What follows belongs to an exercise in optimizing a design on an open flow for small area, a short achievable clock period and few clock cycles; a production flow would make more cautious choices. Function was checked by simulation only, so behaviour that the tests miss may differ from the original. No activity file was given, so power comes from the tool's default toggle rates.

## subarray_sum_search
module subarray_sum_search #(
    parameter int MAX_LEN = ssum_pkg::MAX_LEN_DEF
) (
    input  logic                                clk,
    input  logic                                rst_n,
    input  logic                                start,
    output logic                                busy,
    input  logic signed [ssum_pkg::DATA_W-1:0]  item_value,
    input  logic                                item_last,
    input  logic                                cfg_we,
    input  logic signed [ssum_pkg::DATA_W-1:0]  cfg_data,
    output logic                                done,
    output logic                                result_found,
    output logic                                result_too_long
);
For scale: ~7,100 cells after synthesis, ~2,700 flip-flops, about 73 I/O pins, ~88,000 sq um of cells after synthesis.
Settings: LEC_CHECK=0, CAP_MARGIN=20, CORE_MARGIN=2, CORE_UTILIZATION=70, CTS_CLUSTER_DIAMETER=60, CTS_CLUSTER_SIZE=30, PLACE_DENSITY=0.8, SETUP_SLACK_MARGIN=3.0, SLEW_MARGIN=20; clock period 5.5 ns.
standard.sh (not shown) runs the stock make flow with config.mk's settings and CLKGATE_MAP_FILE= SYNTH_SCRIPT=/design/flow/synth_recipe.tcl, a recipe that flattens the netlist after the stock synthesis.
==> flow/flow/run.sh <==
#!/bin/bash
set -euo pipefail
bash standard.sh \
  "CTS_ARGS=-sink_clustering_enable -repair_clock_nets -sink_clustering_size 30 -sink_clustering_max_diameter 60 -dont_use_dummy_load" \
  finish > standard.log 2>&1
Testbench counts at the start, summed over its fixed seeds: cycles 22,905.
Change:
CORE_UTILIZATION = 75   (was 70)
PLACE_DENSITY = 0.85   (was 0.8)
Effect:
- The changed run finished clean
- area after synthesis stays the same
- clock power stays flat
- sequential power is about the same
- setup slack degrades by 63 ps
- hold slack improves by 36 ps
- clock skew falls by 5.5 ps
Change:
CORE_UTILIZATION = 70   (was 75)
PLACE_DENSITY = 0.8   (was 0.85)
SETUP_SLACK_MARGIN = 2.8   (was 3.0)
Via count is lower by a few percent.
Core utilization is lower by 6.9 points.
Synthesized cell count stays the same.
Power fell by a few percent.
Sequential share of layout area is higher by 0.76 points.
Wire length shrinks by a few percent.
Synthesized area stays the same.
Sequential power is about the same.
Global-route usage came out lower by 5.1 points.
First-iteration DRC count falls by roughly a tenth.
Hold slack loses 55 ps.
Change:
==> flow/run.sh (new file) <==
#!/bin/bash
# synth_recipe.tcl (not shown) runs the flow's synth.tcl, then flattens the netlist and writes it again
# the make line also repeats each setting of config.mk as NAME=value (left out here)
make -C /OpenROAD-flow-scripts/flow DESIGN_CONFIG=/design/flow/config.mk WORK_HOME=/design/flow/orfs CLKGATE_MAP_FILE= SYNTH_SCRIPT=/design/flow/synth_recipe.tcl finish
CORE_UTILIZATION = 60   (was 70)
PLACE_DENSITY = 0.7   (was 0.8)
SETUP_SLACK_MARGIN = 3.0   (was 2.8)
removed: flow/flow/run.sh
removed: flow/standard.sh
=> Power rose by a little under a tenth; worst setup slack improves by 42 ps; non-clock buffer count increases by 90; clock-buffer cell count went up by 25; utilization falls by 8.1 points; cell count climbs by a few percent; via count stays flat; critical path depth rose by 6; register-to-register slack improves by 40 ps.

---

Starting RTL as in the previous note.
## subarray_sum_search
module subarray_sum_search #(
    parameter int MAX_LEN = ssum_pkg::MAX_LEN_DEF
) (
    input  logic                                clk,
    input  logic                                rst_n,
    input  logic                                start,
    output logic                                busy,
    input  logic signed [ssum_pkg::DATA_W-1:0]  item_value,
    input  logic                                item_last,
    input  logic                                cfg_we,
    input  logic signed [ssum_pkg::DATA_W-1:0]  cfg_data,
    output logic                                done,
    output logic                                result_found,
    output logic                                result_too_long
);
clock: 5.5 ns
lec_check: 0
cap_margin: 20
core_margin: 2
core_utilization: 70
cts_cluster_diameter: 60
cts_cluster_size: 30
place_density: 0.8
setup_slack_margin: 3.15
slew_margin: 20
==> flow/flow/run.sh <==
#!/bin/bash
set -euo pipefail
bash standard.sh \
  "CTS_ARGS=-sink_clustering_enable -repair_clock_nets -sink_clustering_size 30 -sink_clustering_max_diameter 60 -dont_use_dummy_load" \
  finish > standard.log 2>&1
Testbench counts at the start, summed over its fixed seeds: cycles 22,905.
==> next run, changes <==
--- a/flow/config.mk
+++ b/flow/config.mk
@@ -10 +10 @@
-export CORE_UTILIZATION = 70
+export CORE_UTILIZATION = 60
@@ -13,2 +13,2 @@
-export PLACE_DENSITY = 0.8
-export SETUP_SLACK_MARGIN = 3.15
+export PLACE_DENSITY = 0.7
+export SETUP_SLACK_MARGIN = 3.0
Clock skew went up by 0.018 ns.
Total power is about the same.
Sequential share of layout area went up by 0.27 points.
Worst setup slack gets worse by 0.046 ns.
Via count went down by 1.9%.
Die area went up by 16%.
Core utilization went down by 11 points.
Hold slack gets worse by 0.010 ns.
Register-to-register slack gets worse by 0.05 ns.

static timing again, ports no longer ideal:
In the flow no input, the clock included, has a driving cell. The finished layouts below were timed again as built, in two steps. Step 1 sets driving cells, clkbuf_16 on the clock port and buf_2 on the other inputs (assumed; they add their load-dependent delay and slew). Step 2 adds t to the input delays and takes it off the output delays; t is the mean of the earliest and latest rising clock arrival at the registers after step 1. Input paths then give back, and output paths get back, about the clock's delay inside the block. a / b / c = ideal / step 1 / step 2; a / b = the first two.
| run | t (ns) | setup WS [ns] | slew at the worst register clock pin (ns) |
|---|---|---|---|
| the first run of note 1 | 0.872 | 2.839 / 2.839 / 2.200 | 0.11 / 0.11 |
| the second run of note 1 | 0.874 | 2.775 / 2.775 / 2.101 | 0.11 / 0.11 |
| the third run of note 1 | 0.861 | 2.781 / 2.780 / 2.093 | 0.11 / 0.11 |
| the fourth run of note 1 | 0.904 | 2.824 / 2.824 / 2.143 | 0.11 / 0.11 |
| the first run of note 2 | 0.889 | 2.865 / 2.865 / 2.230 | 0.11 / 0.11 |
| the second run of note 2 | 0.878 | 2.819 / 2.819 / 2.179 | 0.12 / 0.12 |
After both steps every run listed still meets setup and hold. For the third run of note 1, which loses most, drivers alone change the setup slack by -0.001 ns; drivers and shift together by -0.688 ns.
